This design comes from an exercise in tuning for a short achievable clock period on the open sky130 flow, not from production work.
Function was not checked in any run shown here: the RTL went through the layout flow alone.
Power is estimated from default activity; no workload was simulated.

### constraint.sdc
create_clock -name core_clock -period 7.0 [get_ports {clk_i}]
set_input_delay 1.4000 -clock core_clock [delete_from_list [all_inputs] [get_ports {clk_i}]]
set_output_delay 1.4000 -clock core_clock [all_outputs]
set_load 0.01 [all_outputs]
### config.mk
export PLATFORM = sky130hd
export DESIGN_NAME = branch_predictor
export DESIGN_NICKNAME = branch_predictor
export VERILOG_FILES = /design/flow/design.v
export SDC_FILE = /design/flow/constraint.sdc
export NUM_CORES = 4
export LEC_CHECK = 0
export ABC_CLOCK_PERIOD_IN_PS = 4000
export CAP_MARGIN = 20
export CORE_MARGIN = 2
export CORE_UTILIZATION = 40
export SETUP_SLACK_MARGIN = 2.0
export SLEW_MARGIN = 20
export SYNTH_HIERARCHICAL = 1
### design.v
module branch_predictor #(
  parameter int ENTRIES = 16,
  parameter int INDEX_W = 4
) (
  input  logic        clk_i,
  input  logic        rst_i,
  input  logic [31:0] fetch_pc_i,
  output logic [31:0] next_pc_o,
  output logic        pred_taken_o,
  output logic [31:0] pred_target_o,
  input  logic        mem_stall_i,
  input  logic        upd_valid_i,
  input  logic [31:0] upd_pc_i,
  input  logic        upd_taken_i,
  input  logic [31:0] upd_target_i,
  input  logic        upd_pred_taken_i,
  input  logic [31:0] upd_pred_target_i,
  output logic        mispredict_o,
  output logic [31:0] redirect_pc_o,
  output logic [31:0] branch_cnt_o,
  output logic [31:0] mispred_cnt_o
);
  localparam int TAG_W = 30 - INDEX_W;
  typedef enum logic [1:0] {
    CTR_SN = 2'b00,
    CTR_WN = 2'b01,
    CTR_WT = 2'b10,
    CTR_ST = 2'b11
  } ctr_e;
  logic [ENTRIES-1:0]       valid_q;
  logic [ENTRIES-1:0][1:0]  ctr_q;
  logic [TAG_W-1:0]         tag_q    [ENTRIES];
  logic [31:0]              target_q [ENTRIES];
  logic [31:0] branch_cnt_q;
  logic [31:0] mispred_cnt_q;
  logic [INDEX_W-1:0] fetch_idx;
  logic [TAG_W-1:0]   fetch_tag;
  logic [ENTRIES-1:0] fetch_sv;    
  logic [ENTRIES-1:0] fetch_st;    
  logic [ENTRIES-1:0] fetch_nh;    
  logic [ENTRIES-1:0] fetch_nt;    
  logic [31:0]        fetch_tgt;
  assign fetch_idx = fetch_pc_i[INDEX_W+1:2];
  assign fetch_tag = fetch_pc_i[31:INDEX_W+2];
  logic [ENTRIES-1:0] fetch_dec;
  logic [31:0]        fetch_tgt_n;
  always_comb begin
    for (int i = 0; i < ENTRIES; i++) begin
      fetch_dec[i] = (fetch_idx == i[INDEX_W-1:0]);
      fetch_sv[i]  = fetch_dec[i] && valid_q[i];
      fetch_st[i]  = fetch_dec[i] && valid_q[i] && ctr_q[i][1];
    end
  end
  for (genvar k = 0; k < 32; k++) begin : g_tgt
    logic [7:0] u;
    logic [1:0] w;
    for (genvar p = 0; p < 8; p++) begin : g_u
      bp_a22oi u_u (.a1(fetch_dec[2*p]), .a2(target_q[2*p][k]),
                    .b1(fetch_dec[2*p+1]), .b2(target_q[2*p+1][k]), .y(u[p]));
    end
    bp_nand4 u_w0 (.a(u[0]), .b(u[1]), .c(u[2]), .d(u[3]), .y(w[0]));
    bp_nand4 u_w1 (.a(u[4]), .b(u[5]), .c(u[6]), .d(u[7]), .y(w[1]));
    bp_nor2  u_t  (.a(w[0]), .b(w[1]), .y(fetch_tgt_n[k]));
  end
  assign fetch_tgt = ~fetch_tgt_n;
  for (genvar i = 0; i < ENTRIES; i++) begin : g_cmp
    logic [TAG_W-1:0] x;
    logic [5:0]       a;
    logic [2:0]       e;
    logic             eh, et;
    for (genvar b = 0; b < TAG_W; b++) begin : g_x
      bp_xnor2 u_x (.a(fetch_tag[b]), .b(tag_q[i][b]), .y(x[b]));
    end
    for (genvar j = 0; j < 6; j++) begin : g_a
      bp_nand4 u_a (.a(x[4*j]), .b(x[4*j+1]), .c(x[4*j+2]), .d(x[4*j+3]), .y(a[j]));
    end
    for (genvar j = 0; j < 3; j++) begin : g_e
      bp_nor2 u_e (.a(a[2*j]), .b(a[2*j+1]), .y(e[j]));
    end
    bp_and3  u_eh (.a(x[24]), .b(x[25]), .c(fetch_sv[i]), .y(eh));
    bp_and3  u_et (.a(x[24]), .b(x[25]), .c(fetch_st[i]), .y(et));
    bp_nand4 u_nh (.a(e[0]), .b(e[1]), .c(e[2]), .d(eh), .y(fetch_nh[i]));
    bp_nand4 u_nt (.a(e[0]), .b(e[1]), .c(e[2]), .d(et), .y(fetch_nt[i]));
  end
  logic [3:0] hq, tq;
  logic [1:0] hr, tr;
  logic [7:0] hit_c, take_c;
  for (genvar j = 0; j < 4; j++) begin : g_q
    bp_nand4 u_hq (.a(fetch_nh[4*j]), .b(fetch_nh[4*j+1]), .c(fetch_nh[4*j+2]), .d(fetch_nh[4*j+3]), .y(hq[j]));
    bp_nand4 u_tq (.a(fetch_nt[4*j]), .b(fetch_nt[4*j+1]), .c(fetch_nt[4*j+2]), .d(fetch_nt[4*j+3]), .y(tq[j]));
  end
  for (genvar j = 0; j < 2; j++) begin : g_r
    bp_nor2 u_hr (.a(hq[2*j]), .b(hq[2*j+1]), .y(hr[j]));
    bp_nor2 u_tr (.a(tq[2*j]), .b(tq[2*j+1]), .y(tr[j]));
  end
  for (genvar c = 0; c < 8; c++) begin : g_c
    bp_nand2 u_hit  (.a(hr[0]), .b(hr[1]), .y(hit_c[c]));
    bp_nand2 u_take (.a(tr[0]), .b(tr[1]), .y(take_c[c]));
  end
  bp_nand2 u_taken (.a(tr[0]), .b(tr[1]), .y(pred_taken_o));
  logic [31:0] fetch_seq_n;
  bp_inc_n #(.W(30)) u_fetch_inc (.a_i(fetch_pc_i[31:2]), .yn_o(fetch_seq_n[31:2]));
  assign fetch_seq_n[1:0] = ~fetch_pc_i[1:0];
  for (genvar k = 0; k < 32; k++) begin : g_o
    bp_mux2i u_next (.s(take_c[k/4]), .a1(fetch_tgt_n[k]), .a0(fetch_seq_n[k]), .y(next_pc_o[k]));
    bp_and2  u_ptgt (.a(hit_c[k/4]), .b(fetch_tgt[k]), .y(pred_target_o[k]));
  end
  assign mispredict_o  = upd_valid_i &&
                         ((upd_taken_i != upd_pred_taken_i) ||
                          (upd_taken_i && (upd_target_i != upd_pred_target_i)));
  logic [31:0] upd_seq_n;
  logic [31:0] upd_target_n;
  bp_inc_n #(.W(30)) u_upd_inc (.a_i(upd_pc_i[31:2]), .yn_o(upd_seq_n[31:2]));
  assign upd_seq_n[1:0] = ~upd_pc_i[1:0];
  assign upd_target_n   = ~upd_target_i;
  for (genvar k = 0; k < 32; k++) begin : g_redirect
    bp_mux2i u_mux (.s(upd_taken_i), .a1(upd_target_n[k]), .a0(upd_seq_n[k]), .y(redirect_pc_o[k]));
  end
  logic [INDEX_W-1:0] upd_idx;
  logic [TAG_W-1:0]   upd_tag;
  logic               upd_hit;
  logic               upd_en;
  assign upd_idx = upd_pc_i[INDEX_W+1:2];
  assign upd_tag = upd_pc_i[31:INDEX_W+2];
  assign upd_hit = valid_q[upd_idx] && (tag_q[upd_idx] == upd_tag);
  assign upd_en  = upd_valid_i && !mem_stall_i;
  logic unused_pc_bits;
  assign unused_pc_bits = ^{fetch_pc_i[1:0], upd_pc_i[1:0]};
  always_ff @(posedge clk_i or posedge rst_i) begin
    if (rst_i) begin
      valid_q       <= '0;
      ctr_q         <= {ENTRIES{CTR_WN}};
      branch_cnt_q  <= '0;
      mispred_cnt_q <= '0;
    end else if (upd_en) begin
      branch_cnt_q <= branch_cnt_q + 32'd1;
      if (mispredict_o) begin
        mispred_cnt_q <= mispred_cnt_q + 32'd1;
      end
      if (upd_hit) begin
        if (upd_taken_i) begin
          if (ctr_q[upd_idx] != CTR_ST) ctr_q[upd_idx] <= ctr_q[upd_idx] + 2'd1;
        end else begin
          if (ctr_q[upd_idx] != CTR_SN) ctr_q[upd_idx] <= ctr_q[upd_idx] - 2'd1;
        end
      end else if (upd_taken_i) begin
        valid_q[upd_idx] <= 1'b1;
        ctr_q[upd_idx]   <= CTR_WT;
      end
    end
  end
  always_ff @(posedge clk_i) begin
    if (!rst_i && upd_en && upd_taken_i) begin
      target_q[upd_idx] <= upd_target_i;
      if (!upd_hit) begin
        tag_q[upd_idx] <= upd_tag;
      end
    end
  end
  assign branch_cnt_o  = branch_cnt_q;
  assign mispred_cnt_o = mispred_cnt_q;
endmodule
module bp_inc_n #(
  parameter int W = 30
) (
  input  logic [W-1:0] a_i,
  output logic [W-1:0] yn_o
);
  always_comb begin
    logic [W-1:0] p;
    p = a_i;
    for (int d = 1; d < W; d = 2 * d) begin
      for (int k = W - 1; k >= d; k--) p[k] = p[k] & p[k-d];
    end
    yn_o[0] = a_i[0];
    for (int k = 1; k < W; k++) yn_o[k] = !(a_i[k] ^ p[k-1]);
  end
endmodule
module bp_xnor2 (input logic a, input logic b, output logic y);
  assign y = !(a ^ b);
endmodule
module bp_nand2 (input logic a, input logic b, output logic y);
  assign y = !(a && b);
endmodule
module bp_nand4 (input logic a, input logic b, input logic c, input logic d, output logic y);
  assign y = !(a && b && c && d);
endmodule
module bp_and3 (input logic a, input logic b, input logic c, output logic y);
  assign y = a && b && c;
endmodule
module bp_nor2 (input logic a, input logic b, output logic y);
  assign y = !(a || b);
endmodule
module bp_nor3 (input logic a, input logic b, input logic c, output logic y);
  assign y = !(a || b || c);
endmodule
module bp_and2 (input logic a, input logic b, output logic y);
  assign y = a && b;
endmodule
module bp_a22oi (input logic a1, input logic a2, input logic b1, input logic b2, output logic y);
  assign y = !(a1 && a2 || b1 && b2);
endmodule
module bp_mux2i (input logic s, input logic a1, input logic a0, output logic y);
  assign y = !(s ? a1 : a0);
endmodule
### run.sh
#!/bin/bash
# synth_recipe.tcl (not shown) runs the flow's synth.tcl, then flattens the netlist and writes it again
# the make line also repeats each setting of config.mk as NAME=value (left out here)
make -C /OpenROAD-flow-scripts/flow DESIGN_CONFIG=/design/flow/config.mk WORK_HOME=/design/flow/orfs CLKGATE_MAP_FILE= SYNTH_SCRIPT=/design/flow/synth_recipe.tcl finish
==> summary.md, run 1 <==
| Metric | Value |
|---|---|
| DR iter-0 viols | 3,421 |
| Max clock buf depth | 3 |
| Clock latency (worst-skew pair) | 0.72 ns |
| Final #Nets | 4,059 |
| Utilization after layout | 51.00% |
| First-pass GRT wire length | 246,600 microns |
| Tcrit/Tclk final | 72.32% |
| DRT Wirelength | 174,200 microns |
| Detail Route Antenna Nets | 0 |
| H-Tree Depth | 3 |
| Via count | 32,910 |
| P&R area growth vs syn | 27.02% |
| Count leader, synth | edfxtp_1 |
| Ys async rst share | 10.77% |
| CTS Buf Count | 110 |
| Endpoints failing setup | 0 |
| Outcome | no timing/DRC/antenna violations |
| Crit-path max FO | 25 |
| Total GRT Usage | 27.16% |
| Worst Setup End Kind | primary output |
| Root buf cell | clkbuf_16 |
| Slew HR | 31.47% |
| Met3 Track Usage GR | 4.999% |
| GR Layer Usage met1 | 36.56% |
| Via/cell ratio | 5.833 |
| CP Buf/Inv Count | 2 |
| Critical path depth | 7 |
| Fin Clk Skew | 0.07053 ns |
| Minimum clock period | 5.062 ns |
| Pre-CTS setup slack | 0.2588 ns |
| Peak Freq | 0.1975 GHz |
| Crit path capture | redirect_pc_o[8] |
| Tightest Hold Check Type | reg -> reg |
| Crit path launch | upd_pc_i[2] |
| Worst R2R Path Depth | 9 |
| Peak supply drop | 0.1997 mV |
| Static leakage | 0.02117 uW |
| Avg Synthesized Cell Area | 15.11 sq um |
| GPL Wtd Cong | 0.9648 |
| CP Launch Type | primary input |
| Crit path kind | in -> out |
| Share of the synthesized area in the top cell type | 56.35% |
| Average routed wire per standard cell | 30.88 microns |
| Reg-to-reg endpoint | ctr_q[19] |
| Die ar. | 126,500 sq um |
| Sequential share of the synthesized area | 62.06% |
| Met2 GRT Util | 44.58% |
| Global routing's busiest layer | met2 |
| IO Port Bufs | 295 |
| Worst EP arrival | 3.66 ns |
| CP cell instances | buf_16 -> ha_2 -> and3_4 -> nand3_1 -> xor2_1 -> mux2i_1 -> clkdlybuf4s50_1 |
| Worst Tran Pin Value | 1.025 ns |
| Crit-path max cell delay | 0.67 ns |
| CTS tree | built |
| Initial Utilization | 40.15% |
| CP delay by family, top | buffers and inverters |
| CP required | 5.60 ns |
| Pin count of the biggest net entering global routing | 62 |
| Unrepaired setup endpoints after global routing | true |
| Hold Fails Final Rpt | 0 |
| Fin. max-slew vios | 0 |
| Crit path max-delay cell type | clkdlybuf4s50_1 |
| Row Count | 129 |
| Clock sinks | 1,040 |
| PwrDens | 227.7 nW/um^2 |
| # hold bufs at CTS | 0 |
| Post-Syn Nets | 3,417 |
| Warnings, synthesis | 8 |
| Synth area leader | edfxtp_1 |
| Setup ws final | 1.938 ns |
| # IOs | 296 |
| Min-delay src | ctr_q[12] |
| Count of cell types in the netlist | 82 |
| Area contributors post-synth | edfxtp_1 56%, xnor2_1 9.6%, a22oi_2 6.5%, dfrtp_1 4.9%, mux4_2 4.1% |
| Post-synth EDFFs | 928 |
| DP HPWL | 118,100 microns |
| Cell count after synthesis | 3,273 |
| Overall Power | 14,300 uW |
| Layout cells sized above 1 | 31.32% |
| Number of antenna violations at the first check in global routing | 6 |
| Final std cells w/o fill | 5,642 |
| Hold Slack | 0.4736 ns |
| # DRC | 0 |
| Reg-to-reg setup timing slack | 2.97 ns |
| FILL cells | 10,380 |
| Vias in the first global route | 32,990 |
| CTS clk-pin slew, worst paths | 0.06 ns |
| Max-Cap Viols | 0 |
| Dpl cells | 5,326 |
| Die Y-Extent | 355.6 microns |
| Commonest cells post-synth | 928 x edfxtp_1, 544 x xnor2_1, 256 x a22oi_2 |
| Global route overflow | 0 |
| Width of the chip | 355.6 microns |
| Area of the core | 123,200 sq um |
| Post-synth top flop | edfxtp_1 |
| Worst r2r src | tag_q[8][7] |
| Synthesized flop and latch total | 1,040 |
| Post-Syn Area | 49,450 sq um |
| First-pass DRT Iterations | 5 |
[registers in the layout, summed over array words and instances (netlist names)]
register	count
valid_q	16
target_q	512
ctr_q	32
tag_q	416
mispred_cnt_q	32
branch_cnt_q	32
[cell type report]
type                    instances  area (sq um)  share of cell area, %
flip-flops and latches       1040         30690                  48.86
well taps                    1637          2048                  3.261
multi-input cells            2068         19860                  31.61
diodes                          1         2.502               0.003984
clock buffers                 143          2907                  4.627
clock inverters                58         550.5                 0.8765
repair buffers                597          6389                  10.17
inverters                      98         370.4                 0.5896
[cells by family (layout without fill, tap and decap cells)]
group / count (synthesis) / in the layout / synth area share [%]
flops: 1040 / 1040 / 62.06
simple gates: 825 / 825 / 9.466
xor+xnor: 589 / 589 / 10.43
compound gates: 389 / 389 / 8.636
mux: 255 / 255 / 7.518
buf+inv: 165 / 896 / 1.632
fa+ha+maj: 10 / 10 / 0.2530
other cells: 0 / 1 / 0
[where the power goes]
part	internal, uW	total, uW	switching (uW)
sequential	6860	6960	104
combinational	698	1630	929
clock	3190	5710	2520
total	10700	14300	3550
[routing by layer]
metal	part of all wire, %	vias up
met2	48	1458
met3	8.2	300
met1	41	17060
li1	-	14090
met4	3.5	2
met5	0.0046	-
[cells in the final DEF, fill, tap and decap left out, types with 14 or more instances in the layout]
master and instances:
clkbuf_2 20, and3_1 66, mux2i_4 18, inv_1 95, buf_4 203, xnor2_1 495, nor2_2 36, nand4_1 239
dfrtp_1 96, buf_6 28, mux4_2 91, edfxtp_1 928, a22oi_2 257, buf_16 16, dlygate4sd2_1 29, xnor2_2 45
buf_12 57, nand2_1 90, mux2i_1 112, and2_1 63, a32o_1 15, nor3_1 15, clkdlybuf4s50_1 140, mux2i_2 19
nand3_1 51, clkbuf_16 115, clkbuf_1 30, clkinv_2 14, clkinv_1 23, buf_2 40, xor2_1 36, dfstp_2 16
nor2_1 59, nor2_4 79, a22oi_1 19
[per-module statistics from Yosys, one instance, submodules excluded, excerpt]
module,area (sq um),flip-flops and latches,cells inside
branch_predictor,38530,1040,2004
bp_nand2,3.754,0,1
bp_and3,6.256,0,1
bp_mux2i,10.01,0,1
bp_a22oi,12.51,0,1
bp_and2,6.256,0,1
bp_nand4,6.256,0,1
bp_xnor2,8.758,0,1
bp_nor2,3.754,0,1
[worst min path at each step]
stage,end,slack (ns),depth (start not counted)
after global routing,ctr_q[12],0.51,2
after CTS,ctr_q[12],0.48,2
after global placement,ctr_q[12],0.46,2
after floorplan,ctr_q[12],0.44,2
final,ctr_q[12],0.47,2
after detailed placement,ctr_q[12],0.47,2
[worst reg2reg max path, delay by kind of cell, from the launching register on]
kind | cells | cell delay [ns]
AO/OA/AOI/OAI | 4 | 0.92
flip-flops | 1 | 0.45
multiplexers | 2 | 0.90
AND/OR/NAND/NOR | 3 | 1.59
[per-stage QoR]
stage / setup TNS, ns / cell area (sq um)
after global routing: 0 / 62810
after floorplan: 0 / 49930
after global placement: -2.772 / 56310
after CTS: 0 / 62110
final: 0 / 62810
after detailed placement: 0 / 56340
[timing repair]
action / CTS / global route
pin swaps: 103 / 86
buffers inserted: 69 / 16
gates resized for setup: 703 / 173
gates cloned: 25 / 4
setup endpoints to repair: 160 / 122
==> run 2: changes to the inputs <==
--- a/config.mk
+++ b/config.mk
@@ -9,6 +9,6 @@
 export CAP_MARGIN = 20
 export CORE_MARGIN = 2
 export CORE_UTILIZATION = 40
-export SETUP_SLACK_MARGIN = 2.0
+export SETUP_SLACK_MARGIN = 3.0
 export SLEW_MARGIN = 20
 export SYNTH_HIERARCHICAL = 1
==> run 2 against run 1 <==
  * Still clean on timing, DRC and antenna
  * Synthesized cell count is the same
  * Register-to-register slack improved by 0.22 ns
  * Sequential cell count unchanged
  * Fmax about the same
  * Power increased by 3.0%
  * Final area rose by 10%
  * Non-clock buffer count up 259
  * Wire length rose by 11%
  * Final cell count up 4.8%
  * Critical path type unchanged
  * Largest power group unchanged
==> summary.md, run 2 <==
| Metric | Value |
|---|---|
| Outcome | no timing/DRC/antenna violations (unchanged) |
| Max-Cap Viols | 0 (unchanged) |
| Detail Route Antenna Nets | 0 (unchanged) |
| Die ar. | 126,500 sq um (unchanged) |
| First-pass GRT wire length | 265,000 microns (was 246,600 microns) |
| Post-synth EDFFs | 928 (unchanged) |
| GPL Wtd Cong | 0.9464 (was 0.9648) |
| Sequential share of power | 47.3% (was 48.7%) |
| Worst Tran Pin Value | 0.8536 ns (was 1.025 ns) |
| Synthesized flop and latch total | 1,040 (unchanged) |
| Vias in the first global route | 34,670 (was 32,990) |
| Post-route cell area | 69,090 sq um (was 62,810 sq um) |
| Cell count after synthesis | 3,273 (unchanged) |
| Switching power | 3757 uW (was 3554 uW) |
| Initial Utilization | 40.15% (unchanged) |
| CTS Buf Count | 111 (was 110) |
| Setup TNS Final | 0 ns (unchanged) |
| Clock sinks | 1,040 (unchanged) |
| Width of the chip | 355.6 microns (unchanged) |
| Area contributors post-synth | edfxtp_1 56%, xnor2_1 9.6%, a22oi_2 6.5%, dfrtp_1 4.9%, mux4_2 4.1% (unchanged) |
| Layout cells sized above 1 | 42.07% (was 31.32%) |
| Logic pwr share | 13.1% (was 11.4%) |
| # DRC | 0 (unchanged) |
| IO Port Bufs | 295 (unchanged) |
| Largest family of logic cells by synthesized area | XOR/XNOR gates (unchanged) |
| Die Y-Extent | 355.6 microns (unchanged) |
| Compound-gate portion of the synthesized area | 8.636% (unchanged) |
| Tightest Hold Check Type | reg -> reg (unchanged) |
| Via count | 35,690 (was 32,910) |
| Share of the synthesized area in the top cell type | 56.35% (unchanged) |
| Post-Syn Area | 49,450 sq um (unchanged) |
| Post-Syn Nets | 3,417 (unchanged) |
| CTS tree | built (unchanged) |
| Peak Freq | 0.1975 GHz (about the same) |
| Overall Power | 14,730 uW (was 14,300 uW) |
| Clock latency (worst-skew pair) | 0.73 ns (was 0.72 ns) |
| Slew HR | 42.88% (was 31.47%) |
| Commonest cells post-synth | 928 x edfxtp_1, 544 x xnor2_1, 256 x a22oi_2 (unchanged) |
| Hold Path Cell Cnt | 1 (was 2) |
| Setup ws final | 1.936 ns (was 1.938 ns) |
| Synth Area in XOR/XNOR | 10.43% (unchanged) |
| Post-Synth Adder-Cell Area | 0.2530% (unchanged) |
| Top flop regs | target_q x512, tag_q x416 (unchanged) |
| DR iter-0 viols | 4,309 (was 3,421) |
| Area of the core | 123,200 sq um (unchanged) |
| Row Count | 129 (unchanged) |
| Count of cell types in the netlist | 82 (unchanged) |
| # hold bufs at CTS | 0 (unchanged) |
| Count leader, synth | edfxtp_1 (unchanged) |
| DP HPWL | 115,800 microns (was 118,100 microns) |
| First-pass DRT Iterations | 7 (was 5) |
| Fin. max-slew vios | 0 (unchanged) |
| Sequential share of the synthesized area | 62.06% (unchanged) |
| Via/cell ratio | 6.034 (was 5.833) |
| Crit path kind | in -> out (unchanged) |
| Unrepaired setup endpoints after global routing | true (unchanged) |
| Hold Slack | 0.4702 ns (was 0.4736 ns) |
| Pre-CTS setup slack | 0.5429 ns (was 0.2588 ns) |
| Simple-Gate Fraction of Synth Area | 9.466% (unchanged) |
| CP Launch Type | primary input (unchanged) |
| Tcrit/Tclk final | 72.35% (was 72.32%) |
| FILL cells | 9,623 (was 10,380) |
| DRT Wirelength | 193,600 microns (was 174,200 microns) |
| Hold Fails Final Rpt | 0 (unchanged) |
| Pin count of the biggest net entering global routing | 65 (was 62) |
| P&R area growth vs syn | 39.72% (was 27.02%) |
| CTS clk-pin slew, worst paths | 0.05 ns (was 0.06 ns) |
| Commonest non-fill, non-tap cell in the layout | edfxtp_1 (unchanged) |
| CP required | 5.60 ns (about the same) |
| Most frequent cells in the layout | 928 x edfxtp_1, 432 x xnor2_1, 262 x a22oi_2, 247 x buf_4, 239 x nand4_1 (was 928 x edfxtp_1, 495 x xnor2_1, 257 x a22oi_2, 239 x nand4_1, 203 x buf_4) |
| Total GRT Usage | 29.70% (was 27.16%) |
| Endpoints failing setup | 0 (unchanged) |
| Root buf cell | clkbuf_16 (unchanged) |
| Mux cell area share after synthesis | 7.518% (unchanged) |
| Post-place instance area | 56,510 sq um (was 56,340 sq um) |
| Max FFs per register | 512 (unchanged) |
| Warnings, synthesis | 8 (unchanged) |
| Avg Synthesized Cell Area | 15.11 sq um (unchanged) |
| Most flops, register | target_q (unchanged) |
| Minimum clock period | 5.064 ns (was 5.062 ns) |
| Clock Power Share | 39.6% (was 39.9%) |
| Final #Nets | 4,327 (was 4,059) |
| Max clock buf depth | 3 (unchanged) |
| Static leakage | 0.02412 uW (was 0.02117 uW) |
| Ys async rst share | 10.77% (unchanged) |
| Worst Setup End Kind | primary output (unchanged) |
| Fin Clk Skew | 0.04644 ns (was 0.07053 ns) |
| Number of antenna violations at the first check in global routing | 4 (was 6) |
| H-Tree Depth | 3 (unchanged) |
| Post-synth top flop | edfxtp_1 (unchanged) |
| PwrDens | 213.2 nW/um^2 (was 227.7 nW/um^2) |
| Average routed wire per standard cell | 32.73 microns (was 30.88 microns) |
| # IOs | 296 (unchanged) |
| P_int | 10,970 uW (was 10,750 uW) |
| Crit-path max FO | 5 (was 25) |
| Global route overflow | 0 (unchanged) |
| Worst EP arrival | 3.66 ns (about the same) |
| Peak supply drop | 0.2338 mV (was 0.1997 mV) |
| Synth area leader | edfxtp_1 (unchanged) |
| Worst R2R Path Depth | 11 (was 9) |
| Switching Fraction | 25.51% (was 24.85%) |
-- run 2: cell counts after synthesis --
No cell type changed its count.
-- run 2: final timing paths --
path / slack, ns / from / to
max in group asynchronous: 4.46 / rst_i / mispred_cnt_q[23]
min in group asynchronous: 1.26 / rst_i / ctr_q[27]
worst min-delay path: 0.47 / mispred_cnt_q[31] / mispred_cnt_q[31]
worst max-delay path: 1.94 / fetch_pc_i[23] / next_pc_o[2]
worst max register to register: 3.19 / tag_q[11][7] / ctr_q[7]
worst min register to register: 0.47 / mispred_cnt_q[31] / mispred_cnt_q[31]
-- run 2: modules after synthesis, one instance, submodules excluded, excerpt --
| module | cells | flops+latches |
|---|---|---|
| branch_predictor | 2004 | 1040 |
| bp_a22oi | 1 | 0 |
| bp_mux2i | 1 | 0 |
| bp_xnor2 | 1 | 0 |
| bp_and2 | 1 | 0 |
| bp_and3 | 1 | 0 |
| bp_nand4 | 1 | 0 |
| bp_nand2 | 1 | 0 |
| bp_nor2 | 1 | 0 |
-- run 2: area by class of cell --
type	count	area, sq um	share of cell area, %
repair buffers	856	10640	15.40
multi-input cells	2075	21740	31.46
well taps	1637	2048	2.965
clock buffers	131	2904	4.203
diodes	1	2.502	0.003622
flip-flops and latches	1040	30690	44.42
inverters	98	379.1	0.5487
clock inverters	75	681.9	0.9870
repair inverters	1	5.005	0.007244
-- run 2: repair_timing --
action / 4_1_cts / 5_1_grt
resized for setup: 1555 / 225
gates cloned: 74 / 12
pin swaps: 253 / 137
buffers inserted: 231 / 63
setup endpoints to repair: 859 / 728
-- run 2: through the flow --
| stage | util (%) | cells |
|---|---|---|
| after floorplan | - | 3273 |
| after global placement | 45.86 | 5325 |
| after detailed placement | 45.89 | 5327 |
| after CTS | 54.48 | 5838 |
| after global routing | 56.10 | 5913 |
| final | 56.10 | 5914 |
-- run 2: worst max-delay path, stage by stage --
cell	delay [ns]
buf_12	0.12
buf_12	0.14
xnor2_2	0.14
nand4_1	0.28
nor2_4	0.32
nand4_1	0.13
nand4_1	0.15
nor2_4	0.07
buf_6	0.12
buf_12	0.12
buf_12	0.14
nand2_8	0.12
mux2i_4	0.26
buf_6	0.13
-- run 2: cells by family after synthesis --
group           count (synthesis)
mux                           255
xor+xnor                      589
fa+ha+maj                      10
flops                        1040
compound gates                389
buf+inv                       165
simple gates                  825
-- run 2: power groups by stage --
stage               Combinational (uW)  Sequential, uW  Clock [uW]
finish                            1930            6960        5840
global route                      1990            6970        6110
CTS                               1810            6960        5880
detailed placement                1450            7090           0
global placement                  1440            7080           0
floorplan                          701            7060           0
-- run 2: per-layer routing --
layer / track usage (%) / vias to the layer above / share of wire, %
met1: 39.58 / 18380 / 38
met5: 0 / - / 0.0067
li1: - / 14670 / -
met3: 6.571 / 512 / 10
met4: 13.71 / 2 / 5.7
met2: 46.37 / 2118 / 46
==> run 3: changes to the inputs <==
--- a/config.mk
+++ b/config.mk
@@ -9,6 +9,6 @@
 export CAP_MARGIN = 20
 export CORE_MARGIN = 2
 export CORE_UTILIZATION = 40
-export SETUP_SLACK_MARGIN = 3.0
+export SETUP_SLACK_MARGIN = 2.5
 export SLEW_MARGIN = 20
 export SYNTH_HIERARCHICAL = 1
==> run 3 against run 2 <==
  * Still clean on timing, DRC and antenna
  * Clock power hardly changed
  * Clock-buffer cell count is 15 higher
  * First-iteration DRC count is 3.5% lower
  * Sequential share of layout area is 2.2 points higher
  * Utilization is 2.7 points lower
  * Largest power group unchanged
==> summary.md, run 3 <==
| Metric | Value |
|---|---|
| Outcome | no timing/DRC/antenna violations (unchanged) |
| Post-synth EDFFs | 928 (unchanged) |
| Post-Syn Nets | 3,417 (unchanged) |
| Number of antenna violations at the first check in global routing | 8 (was 4) |
| Count leader, synth | edfxtp_1 (unchanged) |
| Most flops, register | target_q (unchanged) |
| Share of the synthesized area in the top cell type | 56.35% (unchanged) |
| Via/cell ratio | 5.941 (was 6.034) |
| Max clock buf depth | 3 (unchanged) |
| Tcrit/Tclk final | 73.13% (was 72.35%) |
| Tightest Hold Check Type | reg -> reg (unchanged) |
| Area of the core | 123,200 sq um (unchanged) |
| Crit-path max FO | 7 (was 5) |
| Dpl cells | 5,369 (was 5,327) |
| Static leakage | 0.02266 uW (was 0.02412 uW) |
| CP delay by family, top | buffers and inverters (was simple AND/OR/NAND/NOR gates) |
| DR iter-0 viols | 4,158 (was 4,309) |
| Reg-to-reg setup timing slack | 3.00 ns (was 3.19 ns) |
| Setup TNS Final | 0 ns (unchanged) |
| DP HPWL | 121,200 microns (was 115,800 microns) |
| P&R area growth vs syn | 33.07% (was 39.72%) |
| Initial Utilization | 40.15% (unchanged) |
| Top flop regs | target_q x512, tag_q x416 (unchanged) |
| Worst R2R Path Depth | 11 (unchanged) |
| Post-route cell area | 65,800 sq um (was 69,090 sq um) |
| Crit path capture | next_pc_o[29] (was next_pc_o[2]) |
| Most frequent cells in the layout | 928 x edfxtp_1, 475 x xnor2_1, 258 x a22oi_2, 258 x buf_4, 239 x nand4_1 (was 928 x edfxtp_1, 432 x xnor2_1, 262 x a22oi_2, 247 x buf_4, 239 x nand4_1) |
| Ys async rst share | 10.77% (unchanged) |
| CP cell instances | buf_2 -> bufbuf_16 -> xnor2_1 -> nand4_1 -> nor2_4 -> nand4_1 -> nand4_1 -> nor2_4 -> buf_12 -> buf_12 -> nand2_8 -> buf_12 -> mux2i_4 -> buf_6 (was buf_12 -> buf_12 -> xnor2_2 -> nand4_1 -> nor2_4 -> nand4_1 -> nand4_1 -> nor2_4 -> buf_6 -> buf_12 -> buf_12 -> nand2_8 -> mux2i_4 -> buf_6) |
| CTS tree | built (unchanged) |
| Width of the chip | 355.6 microns (unchanged) |
| Crit-path max cell delay | 0.31 ns (was 0.32 ns) |
| Synth area leader | edfxtp_1 (unchanged) |
| Worst Tran Pin Value | 1.160 ns (was 0.8536 ns) |
| Final #Nets | 4,209 (was 4,327) |
| Max FFs per register | 512 (unchanged) |
| CTS clk-pin slew, worst paths | 0.05 ns (about the same) |
| Synthesized flop and latch total | 1,040 (unchanged) |
| Layout cells sized above 1 | 37.38% (was 42.07%) |
| Minimum clock period | 5.119 ns (was 5.064 ns) |
| First-pass GRT wire length | 254,600 microns (was 265,000 microns) |
| # IOs | 296 (unchanged) |
| Min-delay src | ctr_q[12] (was mispred_cnt_q[31]) |
| Post-synth top flop | edfxtp_1 (unchanged) |
| H-Tree Depth | 3 (unchanged) |
| Post-place instance area | 56,770 sq um (was 56,510 sq um) |
| IO Port Bufs | 295 (unchanged) |
| CP Buf/Inv Count | 6 (unchanged) |
| DRT Wirelength | 181,300 microns (was 193,600 microns) |
| Endpoints failing setup | 0 (unchanged) |
| Sequential share of the synthesized area | 62.06% (unchanged) |
| # DRC | 0 (unchanged) |
| Critical path depth | 14 (unchanged) |
| Row Count | 129 (unchanged) |
| Total GRT Usage | 28.23% (was 29.70%) |
| Max-Cap Viols | 0 (unchanged) |
| Cell count after synthesis | 3,273 (unchanged) |
| Detail Route Antenna Nets | 0 (unchanged) |
| First-pass DRT Iterations | 5 (was 7) |
| CP Launch Type | primary input (unchanged) |
| Peak supply drop | 0.2069 mV (was 0.2338 mV) |
| Worst Setup End Kind | primary output (unchanged) |
| Crit path kind | in -> out (unchanged) |
| Commonest cells post-synth | 928 x edfxtp_1, 544 x xnor2_1, 256 x a22oi_2 (unchanged) |
| Peak Freq | 0.1953 GHz (was 0.1975 GHz) |
| GPL Wtd Cong | 0.9444 (was 0.9464) |
| Crit path launch | fetch_pc_i[15] (was fetch_pc_i[23]) |
| CP required | 5.60 ns (about the same) |
| Clock latency (worst-skew pair) | 0.73 ns (about the same) |
| Warnings, synthesis | 8 (unchanged) |
| Final std cells w/o fill | 5,798 (was 5,914) |
| Worst EP arrival | 3.72 ns (was 3.66 ns) |
| Hold Fails Final Rpt | 0 (unchanged) |
| Die Y-Extent | 355.6 microns (unchanged) |
| Pin count of the biggest net entering global routing | 59 (was 65) |
| Commonest non-fill, non-tap cell in the layout | edfxtp_1 (unchanged) |
| Via count | 34,450 (was 35,690) |
| Count of cell types in the netlist | 82 (unchanged) |
| Avg Synthesized Cell Area | 15.11 sq um (unchanged) |
| Fin. max-slew vios | 0 (unchanged) |
| Post-Syn Area | 49,450 sq um (unchanged) |
| Crit path max-delay cell type | bufbuf_16 (was nor2_4) |
| Clock sinks | 1,040 (unchanged) |
| Root buf cell | clkbuf_16 (unchanged) |
| Fin Clk Skew | 0.05704 ns (was 0.04644 ns) |
| Reg-to-reg endpoint | ctr_q[7] (unchanged) |
| CTS Buf Count | 113 (was 111) |
| Worst r2r src | tag_q[11][7] (unchanged) |
| Unrepaired setup endpoints after global routing | true (unchanged) |
| Vias in the first global route | 34,020 (was 34,670) |
| PwrDens | 222.0 nW/um^2 (was 213.2 nW/um^2) |
| Slew HR | 22.41% (was 42.88%) |
| Average routed wire per standard cell | 31.26 microns (was 32.73 microns) |
| Die ar. | 126,500 sq um (unchanged) |
| Global route overflow | 0 (unchanged) |
| Area contributors post-synth | edfxtp_1 56%, xnor2_1 9.6%, a22oi_2 6.5%, dfrtp_1 4.9%, mux4_2 4.1% (unchanged) |
run 3: worst min path at each step:
| stage | to | slack [ns] | cells after the start |
|---|---|---|---|
| 6_report | ctr_q[12] | 0.47 | 2 |
| 5_1_grt | ctr_q[12] | 0.49 | 2 |
| 3_5_place_dp | ctr_q[12] | 0.47 | 2 |
| 4_1_cts | ctr_q[12] | 0.48 | 2 |
| 2_1_floorplan | ctr_q[12] | 0.44 | 2 |
| 3_3_place_gp | valid_q[9] | 0.47 | 1 |
run 3: modules after synthesis (local to each module, per instance), excerpt:
module | cell area, sq um | cells | flip-flops and latches
bp_and2 | 6.256 | 1 | 0
bp_mux2i | 10.01 | 1 | 0
bp_a22oi | 12.51 | 1 | 0
bp_nand2 | 3.754 | 1 | 0
bp_and3 | 6.256 | 1 | 0
bp_xnor2 | 8.758 | 1 | 0
bp_nand4 | 6.256 | 1 | 0
branch_predictor | 38530 | 2004 | 1040
bp_nor2 | 3.754 | 1 | 0
run 3: tightest hold or removal path: stages, from the launching register on:
cell and delay (ns):
dfstp_2 0.36, inv_1 0.04, o22ai_1 0.06
run 3: routing by layer:
layer / vias to the layer above / GRT usage (%) / wire, microns / share of wire (%)
met5: - / 0 / 55 / 0.030
met1: 17820 / 38.69 / 72970 / 40
li1: 14430 / - / - / -
met2: 1852 / 44.73 / 84740 / 47
met3: 335 / 4.635 / 15800 / 8.7
met4: 8 / 11.63 / 7691 / 4.2
run 3: per-stage QoR:
| stage | setup WS [ns] | hold WS, ns | power [uW] | utilization (%) |
|---|---|---|---|---|
| 6_report | 1.881 | 0.4747 | 14610 | 53.43 |
| 5_1_grt | 1.843 | 0.4929 | 15000 | 53.43 |
| 4_1_cts | 1.917 | 0.4806 | 14600 | 52.56 |
| 3_5_place_dp | 0.7135 | 0.4724 | 8547 | 46.09 |
| 3_3_place_gp | 0.6774 | 0.4653 | 8534 | 46.09 |
| 2_1_floorplan | 1.308 | 0.4423 | 7759 | - |
run 3: report_power, final:
group	internal, uW	switching [uW]	total [uW]
Combinational	802	988	1790
Sequential	6860	97.2	6960
Clock	3300	2560	5860
run 3: cell type report:
cell class | instances | area (sq um)
fill | 10010 | 57350
sequential | 1040 | 30690
multi-input combinational | 2068 | 20580
timing repair buffer | 744 | 8496
clock buffer | 146 | 2972
tap | 1637 | 2048
clock inverter | 64 | 643.1
inverter | 98 | 372.9
antenna | 1 | 2.502
run 3: logic make-up (layout without fill, tap and decap cells):
logic type	Yosys count	in the layout	synth area share, %
buf+inv	165	1052	1.632
xor+xnor	589	589	10.43
flops	1040	1040	62.06
simple gates	825	825	9.466
mux	255	255	7.518
compound gates	389	389	8.636
other cells	0	1	0
fa+ha+maj	10	10	0.2530
run 3: timing repair:
item | 4_1_cts | 5_1_grt
gates cloned | 38 | 1
buffers inserted | 134 | 45
pin swaps | 199 | 106
setup endpoints to repair | 553 | 347
hold buffers | 0 | 0
gates resized for setup | 1187 | 191
==> run 4: changes to the inputs <==
--- a/design.v
+++ b/design.v
@@ -63,13 +63,19 @@
     bp_nor2  u_t  (.a(w[0]), .b(w[1]), .y(fetch_tgt_n[k]));
   end
   assign fetch_tgt = ~fetch_tgt_n;
+  logic [TAG_W-1:0] fetch_tag_n [4];
+  for (genvar c = 0; c < 4; c++) begin : g_tag_n
+    for (genvar b = 0; b < TAG_W; b++) begin : g_b
+      bp_inv u_inv (.a(fetch_tag[b]), .y(fetch_tag_n[c][b]));
+    end
+  end
   for (genvar i = 0; i < ENTRIES; i++) begin : g_cmp
     logic [TAG_W-1:0] x;
     logic [5:0]       a;
     logic [2:0]       e;
     logic             eh, et;
     for (genvar b = 0; b < TAG_W; b++) begin : g_x
-      bp_xnor2 u_x (.a(fetch_tag[b]), .b(tag_q[i][b]), .y(x[b]));
+      bp_xor2 u_x (.a(fetch_tag_n[i/4][b]), .b(tag_q[i][b]), .y(x[b]));
     end
     for (genvar j = 0; j < 6; j++) begin : g_a
       bp_nand4 u_a (.a(x[4*j]), .b(x[4*j+1]), .c(x[4*j+2]), .d(x[4*j+3]), .y(a[j]));
@@ -83,21 +89,27 @@
     bp_nand4 u_nt (.a(e[0]), .b(e[1]), .c(e[2]), .d(et), .y(fetch_nt[i]));
   end
   logic [3:0] hq, tq;
-  logic [1:0] hr, tr;
   logic [7:0] hit_c, take_c;
+  logic [1:0] tr0;
   for (genvar j = 0; j < 4; j++) begin : g_q
     bp_nand4 u_hq (.a(fetch_nh[4*j]), .b(fetch_nh[4*j+1]), .c(fetch_nh[4*j+2]), .d(fetch_nh[4*j+3]), .y(hq[j]));
     bp_nand4 u_tq (.a(fetch_nt[4*j]), .b(fetch_nt[4*j+1]), .c(fetch_nt[4*j+2]), .d(fetch_nt[4*j+3]), .y(tq[j]));
   end
-  for (genvar j = 0; j < 2; j++) begin : g_r
-    bp_nor2 u_hr (.a(hq[2*j]), .b(hq[2*j+1]), .y(hr[j]));
-    bp_nor2 u_tr (.a(tq[2*j]), .b(tq[2*j+1]), .y(tr[j]));
-  end
-  for (genvar c = 0; c < 8; c++) begin : g_c
-    bp_nand2 u_hit  (.a(hr[0]), .b(hr[1]), .y(hit_c[c]));
-    bp_nand2 u_take (.a(tr[0]), .b(tr[1]), .y(take_c[c]));
-  end
-  bp_nand2 u_taken (.a(tr[0]), .b(tr[1]), .y(pred_taken_o));
+  for (genvar c = 0; c < 4; c++) begin : g_r
+    logic [1:0] hr, tr;
+    for (genvar j = 0; j < 2; j++) begin : g_j
+      bp_nor2 u_hr (.a(hq[2*j]), .b(hq[2*j+1]), .y(hr[j]));
+      bp_nor2 u_tr (.a(tq[2*j]), .b(tq[2*j+1]), .y(tr[j]));
+    end
+    for (genvar d = 0; d < 2; d++) begin : g_c
+      bp_nand2 u_hit  (.a(hr[0]), .b(hr[1]), .y(hit_c[2*c+d]));
+      bp_nand2 u_take (.a(tr[0]), .b(tr[1]), .y(take_c[2*c+d]));
+    end
+  end
+  for (genvar j = 0; j < 2; j++) begin : g_tr0
+    bp_nor2 u_tr (.a(tq[2*j]), .b(tq[2*j+1]), .y(tr0[j]));
+  end
+  bp_nand2 u_taken (.a(tr0[0]), .b(tr0[1]), .y(pred_taken_o));
   logic [31:0] fetch_seq_n;
   bp_inc_n #(.W(30)) u_fetch_inc (.a_i(fetch_pc_i[31:2]), .yn_o(fetch_seq_n[31:2]));
   assign fetch_seq_n[1:0] = ~fetch_pc_i[1:0];
@@ -179,6 +191,12 @@
 module bp_xnor2 (input logic a, input logic b, output logic y);
   assign y = !(a ^ b);
 endmodule
+module bp_inv (input logic a, output logic y);
+  assign y = !a;
+endmodule
+module bp_xor2 (input logic a, input logic b, output logic y);
+  assign y = a ^ b;
+endmodule
 module bp_nand2 (input logic a, input logic b, output logic y);
   assign y = !(a && b);
 endmodule
--- a/config.mk
+++ b/config.mk
@@ -9,6 +9,6 @@
 export CAP_MARGIN = 20
 export CORE_MARGIN = 2
 export CORE_UTILIZATION = 40
-export SETUP_SLACK_MARGIN = 2.5
+export SETUP_SLACK_MARGIN = 2.0
 export SLEW_MARGIN = 20
 export SYNTH_HIERARCHICAL = 1
==> run 4 against run 3 <==
  * Sequential share of layout area grew 2.3 points
  * Via count shrank 2.3%
  * Critical path type unchanged
  * Synthesized cell count grew 4.7%
==> summary.md, run 4 <==
| Metric | Value |
|---|---|
| Outcome | no timing/DRC/antenna violations (unchanged) |
| # hold bufs at CTS | 0 (unchanged) |
| P&R area growth vs syn | 25.68% (was 33.07%) |
| Sequential share of the synthesized area | 61.53% (was 62.06%) |
| Pin count of the biggest net entering global routing | 68 (was 59) |
| Tcrit/Tclk final | 72.15% (was 73.13%) |
| Total GRT Usage | 27.37% (was 28.23%) |
| Post-Syn Nets | 3,570 (was 3,417) |
| Post-place instance area | 56,760 sq um (was 56,770 sq um) |
| DP HPWL | 122,800 microns (was 121,200 microns) |
| Peak supply drop | 0.2073 mV (was 0.2069 mV) |
| Worst EP arrival | 3.65 ns (was 3.72 ns) |
| Fin Clk Skew | 0.02408 ns (was 0.05704 ns) |
| Setup ws final | 1.950 ns (was 1.881 ns) |
| Crit-path max FO | 5 (was 7) |
| Via/cell ratio | 5.840 (was 5.941) |
| Row Count | 129 (unchanged) |
| GPL Wtd Cong | 0.9512 (was 0.9444) |
| PwrDens | 230.7 nW/um^2 (was 222.0 nW/um^2) |
| Root buf cell | clkbuf_16 (unchanged) |
| Detail Route Antenna Nets | 0 (unchanged) |
| Vias in the first global route | 33,060 (was 34,020) |
| Worst Tran Pin Value | 1.054 ns (was 1.160 ns) |
| Fin. max-slew vios | 0 (unchanged) |
| Synth area leader | edfxtp_1 (unchanged) |
| Initial Utilization | 40.34% (was 40.15%) |
| Slew HR | 29.71% (was 22.41%) |
| Tightest Hold Check Type | reg -> reg (unchanged) |
| Die ar. | 127,500 sq um (was 126,500 sq um) |
| Crit path kind | in -> out (unchanged) |
| Cell count after synthesis | 3,426 (was 3,273) |
| Count leader, synth | edfxtp_1 (unchanged) |
| Clock sinks | 1,040 (unchanged) |
| Clock latency (worst-skew pair) | 0.75 ns (was 0.73 ns) |
| Via count | 33,650 (was 34,450) |
| # DRC | 0 (unchanged) |
| H-Tree Depth | 3 (unchanged) |
| Static leakage | 0.02200 uW (was 0.02266 uW) |
| Setup TNS Final | 0 ns (unchanged) |
| Final #Nets | 4,170 (was 4,209) |
| Worst R2R Path Depth | 9 (was 11) |
| First-pass GRT wire length | 246,300 microns (was 254,600 microns) |
| Hold Fails Final Rpt | 0 (unchanged) |
| Hold Path Cell Cnt | 1 (was 2) |
| Max FFs per register | 512 (unchanged) |
| First-pass DRT Iterations | 5 (unchanged) |
| DRT Wirelength | 177,000 microns (was 181,300 microns) |
| Top flop regs | target_q x512, tag_q x416 (unchanged) |
| Area contributors post-synth | edfxtp_1 56%, xor2_1 8.3%, a22oi_2 6.4%, dfrtp_1 4.8%, mux4_2 4.2% (was edfxtp_1 56%, xnor2_1 9.6%, a22oi_2 6.5%, dfrtp_1 4.9%, mux4_2 4.1%) |
| Die Y-Extent | 357.1 microns (was 355.6 microns) |
| Peak Freq | 0.1980 GHz (was 0.1953 GHz) |
| Pre-CTS setup slack | 0.4719 ns (was 0.7135 ns) |
| Most flops, register | target_q (unchanged) |
| CTS tree | built (unchanged) |
| Warnings, synthesis | 9 (was 8) |
| Post-Syn Area | 49,880 sq um (was 49,450 sq um) |
| Synthesized flop and latch total | 1,040 (unchanged) |
| CTS clk-pin slew, worst paths | 0.06 ns (was 0.05 ns) |
| Min-delay src | mispred_cnt_q[31] (was ctr_q[12]) |
| Commonest non-fill, non-tap cell in the layout | edfxtp_1 (unchanged) |
| Commonest cells post-synth | 928 x edfxtp_1, 475 x xor2_1, 256 x a22oi_2 (was 928 x edfxtp_1, 544 x xnor2_1, 256 x a22oi_2) |
| Most frequent cells in the layout | 928 x edfxtp_1, 435 x xor2_1, 256 x a22oi_2, 233 x nand4_1, 195 x buf_4 (was 928 x edfxtp_1, 475 x xnor2_1, 258 x a22oi_2, 258 x buf_4, 239 x nand4_1) |
| Ys async rst share | 10.77% (unchanged) |
| Avg Synthesized Cell Area | 14.56 sq um (was 15.11 sq um) |
| Layout cells sized above 1 | 31.56% (was 37.38%) |
| CP required | 5.60 ns (about the same) |
| # IOs | 296 (unchanged) |
| Reg-to-reg endpoint | ctr_q[1] (was ctr_q[7]) |
| Post-synth top flop | edfxtp_1 (unchanged) |
| Worst r2r src | tag_q[9][2] (was tag_q[11][7]) |
| Number of antenna violations at the first check in global routing | 5 (was 8) |
| Unrepaired setup endpoints after global routing | true (unchanged) |
| CP Launch Type | primary input (unchanged) |
| Reg-to-reg setup timing slack | 2.70 ns (was 3.00 ns) |
| Utilization after layout | 50.70% (was 53.43%) |
| Count of cell types in the netlist | 72 (was 82) |
| Width of the chip | 357.1 microns (was 355.6 microns) |
| Average routed wire per standard cell | 30.72 microns (was 31.26 microns) |
| Max-Cap Viols | 0 (unchanged) |
| Endpoint, Worst Hold | mispred_cnt_q[31] (was ctr_q[12]) |
| CTS Buf Count | 111 (was 113) |
| DR iter-0 viols | 3,882 (was 4,158) |
| Share of the synthesized area in the top cell type | 55.87% (was 56.35%) |
| Post-route cell area | 62,680 sq um (was 65,800 sq um) |
| Area of the core | 123,600 sq um (was 123,200 sq um) |
| Post-synth EDFFs | 928 (unchanged) |
| Global route overflow | 0 (unchanged) |
| IO Port Bufs | 295 (unchanged) |
| Max clock buf depth | 3 (unchanged) |
| Minimum clock period | 5.050 ns (was 5.119 ns) |
| Endpoints failing setup | 0 (unchanged) |
| Worst Setup End Kind | primary output (unchanged) |
| Final std cells w/o fill | 5,761 (was 5,798) |
| Crit path launch | fetch_pc_i[22] (was fetch_pc_i[15]) |
| Dpl cells | 5,468 (was 5,369) |
[run 4: layer usage]
metal / wire (microns) / up-vias / global-route usage [%]
met5: 11 / - / 0
met4: 7489 / 2 / 10.50
met3: 16070 / 309 / 5.684
met1: 71120 / 17330 / 37.12
li1: - / 14300 / -
met2: 82300 / 1700 / 43.31
[run 4: per-stage QoR]
step / hold WS, ns / total power, uW
floorplan: 0.4425 / 7756
global placement: 0.4597 / 8500
detailed placement: 0.4661 / 8509
CTS: 0.4779 / 14490
global route: 0.4975 / 14860
finish: 0.4706 / 14460
[run 4: worst max-delay path by stage]
stage	depth (start not counted)	slack (ns)	end
floorplan	9	1.30	next_pc_o[0]
global placement	11	0.49	next_pc_o[7]
detailed placement	12	0.47	next_pc_o[4]
CTS	8	1.86	redirect_pc_o[30]
global route	15	1.92	next_pc_o[6]
finish	15	1.95	next_pc_o[6]
[run 4: cell families (layout without fill, tap and decap cells)]
logic type | count (synthesis) | after routing | share of synthesized area, %
buffers and inverters | 281 | 977 | 2.381
other | 0 | 2 | 0
AND/OR/NAND/NOR | 854 | 854 | 9.543
AO/OA/AOI/OAI | 395 | 395 | 8.417
adder cells (fa/ha/maj) | 10 | 10 | 0.2509
flip-flops | 1040 | 1040 | 61.53
XOR/XNOR | 600 | 600 | 10.54
multiplexers | 246 | 246 | 7.340
[run 4: area by class of cell]
cell class | instances | area [sq um]
repair buffers | 559 | 5384
multi-input cells | 2105 | 19980
fillers | 10530 | 60950
flip-flops and latches | 1040 | 30690
clock buffers | 137 | 2897
inverters | 209 | 913.4
well taps | 1637 | 2048
clock inverters | 72 | 768.2
diodes | 2 | 5.005
[run 4: critical path, stage by stage]
cell	delay, ns
buf_6	0.10
buf_8	0.13
buf_4	0.14
inv_4	0.09
xor2_1	0.19
nand4_1	0.21
nor2_4	0.20
nand4_1	0.11
nand4_1	0.11
buf_6	0.17
nor2_4	0.07
nand2_4	0.16
buf_12	0.14
mux2i_4	0.24
buf_2	0.17
[run 4: per-module statistics from Yosys (local to each module, per instance), excerpt]
module,flip-flops and latches,copies in the design
bp_nand4,0,200
branch_predictor,1040,1
bp_a22oi,0,256
bp_and2,0,32
bp_xor2,0,416
bp_nand2,0,17
bp_mux2i,0,64
bp_nor2,0,98
bp_and3,0,32
bp_inv,0,104
[run 4: power by group]
part	leakage (uW)	internal, uW	switching (uW)	total, uW
combinational	0.0105	597	925	1520
clock	0.00178	3400	2570	5970
sequential	0.00975	6870	99.2	6960
[run 4: what timing repair did]
item / CTS / global route
pin swaps: 136 / 61
cloned: 5 / 1
setup buffers: 60 / 16
endpoints found under the setup margin: 183 / 84
resized for setup: 760 / 158
==> run 5: changes to the inputs <==
--- a/config.mk
+++ b/config.mk
@@ -9,6 +9,7 @@
 export CAP_MARGIN = 20
 export CORE_MARGIN = 2
 export CORE_UTILIZATION = 40
+export PLACE_DENSITY = 0.85
 export SETUP_SLACK_MARGIN = 2.0
 export SLEW_MARGIN = 20
 export SYNTH_HIERARCHICAL = 1
==> run 5 against run 4 <==
  * Sequential power about the same
  * Largest power group unchanged
  * Hold slack improved by 0.0057 ns
  * Highest routed layer unchanged
  * Sequential cell count unchanged
  * Clock skew increased by 0.037 ns
  * Setup slack got worse by 0.094 ns
  * Die area unchanged
  * Non-clock buffer count decreased by 12
  * Critical endpoint is now next_pc_o[4]
  * Global-route usage decreased by 0.52 points
  * Register-to-register slack improved by 0.19 ns
  * Clock-buffer cell count decreased by 3
  * Combinational power about the same
==> summary.md, run 5 <==
| Metric | Value |
|---|---|
| Slew HR | 24.65% (was 29.71%) |
| Max FFs per register | 512 (unchanged) |
| CTS clk-pin slew, worst paths | 0.06 ns (about the same) |
| Most flops, register | target_q (unchanged) |
| CP required | 5.60 ns (about the same) |
| Die Y-Extent | 357.1 microns (unchanged) |
| Crit-path max FO | 5 (unchanged) |
| Width of the chip | 357.1 microns (unchanged) |
| Minimum clock period | 5.145 ns (was 5.050 ns) |
| Clock sinks | 1,040 (unchanged) |
| Clock latency (worst-skew pair) | 0.72 ns (was 0.75 ns) |
| Root buf cell | clkbuf_16 (unchanged) |
| Count leader, synth | edfxtp_1 (unchanged) |
| Hold Fails Final Rpt | 0 (unchanged) |
| Average routed wire per standard cell | 30.68 microns (was 30.72 microns) |
| IO Port Bufs | 295 (unchanged) |
| Area of the core | 123,600 sq um (unchanged) |
| Pre-CTS setup slack | 0.6583 ns (was 0.4719 ns) |
| # IOs | 296 (unchanged) |
| Tightest Hold Check Type | reg -> reg (unchanged) |
| Via count | 34,800 (was 33,650) |
| Die ar. | 127,500 sq um (unchanged) |
| P&R area growth vs syn | 24.87% (was 25.68%) |
| Reg-to-reg setup timing slack | 2.89 ns (was 2.70 ns) |
| Count of cell types in the netlist | 72 (unchanged) |
| Post-Syn Area | 49,880 sq um (unchanged) |
| CP Launch Type | primary input (unchanged) |
| Fin Clk Skew | 0.06103 ns (was 0.02408 ns) |
| Warnings, synthesis | 9 (unchanged) |
| Post-Syn Nets | 3,570 (unchanged) |
| Hold Slack | 0.4763 ns (was 0.4706 ns) |
| Most frequent cells in the layout | 928 x edfxtp_1, 436 x xor2_1, 256 x a22oi_2, 233 x nand4_1, 185 x buf_4 (was 928 x edfxtp_1, 435 x xor2_1, 256 x a22oi_2, 233 x nand4_1, 195 x buf_4) |
| Post-synth EDFFs | 928 (unchanged) |
| Worst Setup End Kind | primary output (unchanged) |
| Global route overflow | 0 (unchanged) |
| Share of the synthesized area in the top cell type | 55.87% (unchanged) |
| Commonest non-fill, non-tap cell in the layout | edfxtp_1 (unchanged) |
| Commonest cells post-synth | 928 x edfxtp_1, 475 x xor2_1, 256 x a22oi_2 (unchanged) |
| Post-synth top flop | edfxtp_1 (unchanged) |
| Detail Route Antenna Nets | 0 (unchanged) |
| CTS tree | built (unchanged) |
| PwrDens | 229.3 nW/um^2 (was 230.7 nW/um^2) |
| Crit path launch | fetch_pc_i[20] (was fetch_pc_i[22]) |
| Crit path capture | next_pc_o[4] (was next_pc_o[6]) |
| Worst R2R Path Depth | 9 (unchanged) |
| Area contributors post-synth | edfxtp_1 56%, xor2_1 8.3%, a22oi_2 6.4%, dfrtp_1 4.8%, mux4_2 4.2% (unchanged) |
| First-pass GRT wire length | 246,100 microns (was 246,300 microns) |
| First-pass DRT Iterations | 6 (was 5) |
| Unrepaired setup endpoints after global routing | true (unchanged) |
| CTS Buf Count | 107 (was 111) |
| # hold bufs at CTS | 0 (unchanged) |
| Layout cells sized above 1 | 31.81% (was 31.56%) |
| Outcome | no timing/DRC/antenna violations (unchanged) |
| Peak Freq | 0.1944 GHz (was 0.1980 GHz) |
| Worst EP arrival | 3.74 ns (was 3.65 ns) |
| Tcrit/Tclk final | 73.50% (was 72.15%) |
| Row Count | 129 (unchanged) |
| Worst r2r src | tag_q[7][2] (was tag_q[9][2]) |
| Vias in the first global route | 34,550 (was 33,060) |
| Cell count after synthesis | 3,426 (unchanged) |
| Top flop regs | target_q x512, tag_q x416 (unchanged) |
| Initial Utilization | 40.34% (unchanged) |
| Synth area leader | edfxtp_1 (unchanged) |
| DRT Wirelength | 176,200 microns (was 177,000 microns) |
| Max-Cap Viols | 0 (unchanged) |
| Fin. max-slew vios | 0 (unchanged) |
| DP HPWL | 120,300 microns (was 122,800 microns) |
| GPL Wtd Cong | 0.9951 (was 0.9512) |
| Endpoints failing setup | 0 (unchanged) |
| Setup TNS Final | 0 ns (unchanged) |
| Synthesized flop and latch total | 1,040 (unchanged) |
| Total GRT Usage | 26.84% (was 27.37%) |
| Worst Tran Pin Value | 1.127 ns (was 1.054 ns) |
| Reg-to-reg endpoint | ctr_q[1] (unchanged) |
| Via/cell ratio | 6.062 (was 5.840) |
| Crit path kind | in -> out (unchanged) |
| Number of antenna violations at the first check in global routing | 16 (was 5) |
| Pin count of the biggest net entering global routing | 78 (was 68) |
| Static leakage | 0.02178 uW (was 0.02200 uW) |
| Final #Nets | 4,154 (was 4,170) |
| H-Tree Depth | 3 (unchanged) |
| Max clock buf depth | 3 (unchanged) |
| Avg Synthesized Cell Area | 14.56 sq um (unchanged) |
| DR iter-0 viols | 5,155 (was 3,882) |
| Sequential share of the synthesized area | 61.53% (unchanged) |
| Setup ws final | 1.855 ns (was 1.950 ns) |
| Ys async rst share | 10.77% (unchanged) |
| # DRC | 0 (unchanged) |
| Peak supply drop | 0.2157 mV (was 0.2073 mV) |
-- run 5: area by class of cell --
class / instances / area, sq um
fill: 9928 / 61360
sequential: 1040 / 30690
multi-input combinational: 2105 / 19990
timing repair buffer: 547 / 5174
clock buffer: 134 / 2821
tap: 1637 / 2048
inverter: 209 / 872.1
clock inverter: 64 / 666.9
antenna: 5 / 12.51
-- run 5: how the worst min path moves through the flow --
stage | depth (start not counted) | startpoint | endpoint
after floorplan | 2 | ctr_q[10] | ctr_q[10]
after global placement | 2 | ctr_q[10] | ctr_q[10]
after detailed placement | 2 | ctr_q[10] | ctr_q[10]
after CTS | 2 | ctr_q[10] | ctr_q[10]
after global routing | 1 | mispred_cnt_q[31] | mispred_cnt_q[31]
final | 2 | ctr_q[10] | ctr_q[10]
-- run 5: through the flow --
stage,util (%),total power [uW],cell area [sq um],instances
floorplan,-,7756,50340,3426
global placement,45.76,8487,56580,5453
detailed placement,45.76,8518,56580,5453
CTS,50.00,14220,61810,5720
global route,50.36,14620,62270,5737
finish,50.37,14280,62280,5741
-- run 5: cells by family (layout without fill, tap and decap cells) --
family / Yosys count / in the layout / share of synthesized area (%)
adder cells (fa/ha/maj): 10 / 10 / 0.2509
buffers and inverters: 281 / 954 / 2.381
multiplexers: 246 / 246 / 7.340
XOR/XNOR: 600 / 600 / 10.54
flip-flops: 1040 / 1040 / 61.53
AND/OR/NAND/NOR: 854 / 854 / 9.543
AO/OA/AOI/OAI: 395 / 395 / 8.417
other: 0 / 5 / 0
-- run 5: report_power, final --
group,total [uW],internal [uW],switching (uW),leakage [uW]
registers,6990,6860,122,0.00975
clock network,5750,3240,2510,0.00170
logic,1550,600,946,0.0103
total,14300,10700,3570,0.0218
-- run 5: worst max-delay path, stage by stage --
cell	delay (ns)
buf_2	0.13
buf_6	0.15
clkinvlp_4	0.14
xor2_1	0.18
nand4_1	0.20
nor2_2	0.25
nand4_1	0.12
nand4_1	0.16
buf_6	0.17
nor2_4	0.06
buf_4	0.16
nand2_8	0.07
buf_12	0.14
mux2i_2	0.22
buf_2	0.17
-- run 5: routing by layer --
metal,wire (microns),vias to the layer above,GRT usage [%]
met4,8751,16,11.63
met3,25630,559,9.265
met1,62320,17350,34.16
met2,79350,2649,41.65
li1,-,14230,-
met5,102,-,0
-- run 5: modules after synthesis, one instance, submodules excluded, excerpt --
module | cells inside | area [sq um] | times used
bp_a22oi | 1 | 12.51 | 256
bp_and2 | 1 | 6.256 | 32
bp_and3 | 1 | 6.256 | 32
bp_inv | 1 | 3.754 | 104
bp_mux2i | 1 | 10.01 | 64
bp_nand2 | 1 | 3.754 | 17
bp_nand4 | 1 | 6.256 | 200
bp_nor2 | 1 | 3.754 | 98
bp_xor2 | 1 | 8.758 | 416
branch_predictor | 2039 | 38520 | 1
-- run 5: repair_timing --
item | in CTS | in global routing
cloned | 4 | 3
endpoints found under the setup margin | 242 | 82
endpoints found under the hold margin | 0 | 0
resized for setup | 712 | 173
setup buffers | 65 | 13
pin swaps | 107 | 65

## what the ideal ports hide
The flow's constraints put no driver on any port. The routed layouts listed below were extracted and timed again, unchanged, in two steps. Step 1 assumes that a clkbuf_16 drives the clock port and a buf_2 every other input. Step 2 also shifts input and output timing later by t, the mid clock arrival at the registers, as if the neighbouring blocks saw the same clock. Three values: ideal, step 1, step 2; two values: the first two.
run | t (ns) | setup slack, ns | latest minus earliest clock arrival (ns) | cell pins on the clock port's net
run 1 | 0.766 | 1.938 / 1.635 / 1.063 | 0.071 / 0.071 | 1
run 2 | 0.797 | 1.936 / 1.877 / 1.250 | 0.051 / 0.052 | 1
run 3 | 0.790 | 1.881 / 1.845 / 1.336 | 0.057 / 0.057 | 1
run 4 | 0.805 | 1.950 / 1.772 / 0.967 | 0.024 / 0.024 | 1
run 5 | 0.758 | 1.855 / 1.686 / 1.106 | 0.061 / 0.061 | 1
After both steps every run listed still meets setup and hold. The setup slack of run 4, which loses most, moves by -0.178 ns with the drivers and by -0.983 ns with both steps.
